From an optimization exercise on the open Yosys and OpenROAD flow, aimed at small area, a short achievable clock period and few clock cycles per item; shortcuts taken in it are not production practice.
Function was checked by simulation only, so behaviour that the tests miss may differ from the original.
Power is estimated from default activity; no workload was simulated.

## run 1
// ooo_top
module ooo_top (
   input  wire         clock,
   input  wire         reset,
   input  wire         dispatch_valid,
   input  wire  [2:0]  dispatch_op,
   input  wire  [3:0]  dispatch_rd,
   input  wire  [3:0]  dispatch_rs1,
   input  wire  [3:0]  dispatch_rs2,
   input  wire  [15:0] dispatch_imm,
   output logic        dispatch_ready,
   output logic        commit_valid,
   output logic [3:0]  commit_rd,
   output logic [31:0] commit_value
);
Size in the first run: roughly 5100 cells after synthesis, ~72 I/O pins, ~0.052 mm^2 of cells after synthesis.
clock: 8.0 ns
lec_check: 0
cap_margin: 20
core_margin: 2
core_utilization: 40
cts_cluster_diameter: 80
cts_cluster_size: 25
place_density: 0.5
setup_slack_margin: 5
slew_margin: 20
tns_end_percent: 0
run.sh (not shown) runs the stock make flow with config.mk's settings and CLKGATE_MAP_FILE= SYNTH_SCRIPT=/design/flow/synth_recipe.tcl, a recipe that flattens the netlist after the stock synthesis.
Testbench counts of run 1, summed over its fixed seeds: cycles 16,438, insts 16,000.
### run 1 -> run 2
# run 1
export LEC_CHECK = 0
export CAP_MARGIN = 20
export CORE_MARGIN = 2
export CORE_UTILIZATION = 40
export CTS_CLUSTER_DIAMETER = 80
export CTS_CLUSTER_SIZE = 25
export PLACE_DENSITY = 0.5
export SETUP_SLACK_MARGIN = 5
export SLEW_MARGIN = 20
export TNS_END_PERCENT = 0
create_clock -name core_clock -period 8.0 [get_ports {clock}]
# run 2
export LEC_CHECK = 0
export CAP_MARGIN = 5
export CORE_MARGIN = 2
export CORE_UTILIZATION = 40
export CTS_CLUSTER_DIAMETER = 80
export CTS_CLUSTER_SIZE = 25
export PLACE_DENSITY = 0.65
export SETUP_SLACK_MARGIN = 5
export SLEW_MARGIN = 5
export TNS_END_PERCENT = 0
create_clock -name core_clock -period 8.0 [get_ports {clock}]
[summary]
Run 2 finished every stage and its layout cleared the timing, DRC and antenna checks. Summary of run 2 over run 1: placed cell area now sits at about the same level, combinational share of power now sits higher. Run 2 vs run 1, top layer reached by signal wires: met4 vs met5. Min count of non-CTS buffers in the layout across run 2 and run 1: run 1. The instance count after placement with tap cells included of run 2 and that of run 1 are within noise of each other. Run 2 and run 1 ended up with nearly the same area of combinational cells with multiple inputs.
## Diff of input files: run 3 against run 2
# run 2
export LEC_CHECK = 0
export CAP_MARGIN = 5
export CORE_MARGIN = 2
export CORE_UTILIZATION = 40
export CTS_CLUSTER_DIAMETER = 80
export CTS_CLUSTER_SIZE = 25
export PLACE_DENSITY = 0.65
export SETUP_SLACK_MARGIN = 5
export SLEW_MARGIN = 5
export TNS_END_PERCENT = 0
create_clock -name core_clock -period 8.0 [get_ports {clock}]
# run 3
export LEC_CHECK = 0
export CAP_MARGIN = 20
export CORE_MARGIN = 2
export CORE_UTILIZATION = 40
export PLACE_DENSITY = 0.5
export SETUP_SLACK_MARGIN = 5
export SLEW_MARGIN = 20
export TNS_END_PERCENT = 0
create_clock -name core_clock -period 8.0 [get_ports {clock}]
- As of run 3, peak ir drop on the vdd network had fallen by more than 10% compared to run 2.
- On sequential share of layout area: between run 3 and run 2, it ends up lower for run 3.
- Taking run 2 as the reference, in run 3 final cycle utilization of the critical path climbed 1.1 points; clock latency on the worst-skew pair climbed 0.04 ns.
### run 3 -> run 4
# run 3
export LEC_CHECK = 0
export CAP_MARGIN = 20
export CORE_MARGIN = 2
export CORE_UTILIZATION = 40
export PLACE_DENSITY = 0.5
export SETUP_SLACK_MARGIN = 5
export SLEW_MARGIN = 20
export TNS_END_PERCENT = 0
create_clock -name core_clock -period 8.0 [get_ports {clock}]
# run 4
export LEC_CHECK = 0
export CAP_MARGIN = 20
export CORE_MARGIN = 2
export CORE_UTILIZATION = 40
export CTS_CLUSTER_DIAMETER = 80
export CTS_CLUSTER_SIZE = 25
export PLACE_DENSITY = 0.75
export SETUP_SLACK_MARGIN = 5
export SLEW_MARGIN = 20
export TNS_END_PERCENT = 0
create_clock -name core_clock -period 8.0 [get_ports {clock}]
## What came out
- Clock buffer and inverter area fraction after layout delta for run 4 relative to run 3: 3.0 points lower
- When run 4 is set beside run 3, its share of power burned in combinational logic turns out to be 2.2 points larger.
- Re core utilization: run 4 is 1.3 points down on run 3.
- Comparing run 3 and run 4, the higher via count was measured on run 4.
- Comparing run 3 and run 4, the higher clock skew is on run 3.
- When run 4 is measured against run 3, its wire length turns out 10% lower.
- On synthesis-to-finish area growth, the higher figure sits with run 3, not run 4.
- Run 4 -> run 3: synthesized area delta 0, exact match
- Row global-route usage: run 4 lower / run 3 higher
- Run 3 → run 4: die area flat; cell area down 0.0016 mm^2.

* * *

== run A ==
ooo_top again, from the RTL that the note above started with.
clock: 8.0 ns
lec_check: 0
cap_margin: 20
core_margin: 2
core_utilization: 40
cts_cluster_diameter: 80
cts_cluster_size: 25
gpl_routability_driven: 0
place_density: 0.5
setup_slack_margin: 5
slew_margin: 20
tns_end_percent: 0
Testbench counts of run A, summed over its fixed seeds: cycles 16,438, insts 16,000.
For run B, these inputs were changed with respect to run A:
- removing GPL_ROUTABILITY_DRIVEN (formerly 0)
- changing PLACE_DENSITY from 0.5 to 0.65
## What came out
Run A finished all stages; the layout is clean. Run B: all stages complete, timing, DRC and antenna checks passed. Per the comparison of run B with run A, register-to-register path setup slack higher, fraction of area in multi-input gates went up, final-layout fill cell count decreased 1.9%. Taking run A as the reference, in run B half-perimeter wire length of the detailed placement result lost 9.6%; count of vias placed by the detailed router went up 506. On maximum clock rate: between run A and run B, it ends up higher for run B. Run B vs. run A: setup slack went up by 0.12 ns.
Input changes introduced in run C (baseline for comparison: run B):
- CTS_CLUSTER_SIZE changed from 25 to 30
- PLACE_DENSITY changed from 0.65 to 0.5
### Flow results
Min share of power burned in the clock network across run C and run B: run B. After detailed routing, run B needs less wire than run C. [run C] met1 usage in global routing rose 5.8 points relative to run B. Summary: with run B as the reference, total CTS buffers in run C moved up by a little under 10%. Critical path depth was higher in run C than in run B. Compared to run B, run C has synthesis-to-layout area growth 0.19 points higher. Side by side, overall power turned out higher in run C than in run B. Across both runs, time the final worst path needs with I/O delays and setup was higher for run C than for run B.

afterwards: timing with drivers on the ports:
No port has a modelled driver above. Below, the same layouts with a new extraction and two added sets of constraints. Step 1, drivers: a clkbuf_16 drives clock and a buf_2 each remaining input, both assumed. Step 2 times the ports against the registers' clock, not the clock port: input delays grow and output delays shrink by t, the midpoint of the rising clock arrivals with the driver on. a / b / c = ideal / step 1 / step 2; a / b = the first two.
run	t (ns)	slack for setup (ns)	pins driven straight from the clock port
run 1	0.766	4.107 / 4.107 / 4.107	1
run 2	0.733	4.232 / 4.232 / 4.232	1
run 3	0.778	4.147 / 4.134 / 4.147	1
run 4	0.742	4.221 / 4.221 / 4.221	1
run A	0.766	4.107 / 4.107 / 4.107	1
run B	0.733	4.232 / 4.232 / 4.232	1
run C	0.762	4.112 / 4.112 / 4.112	1
After both steps every run listed still meets setup and hold.
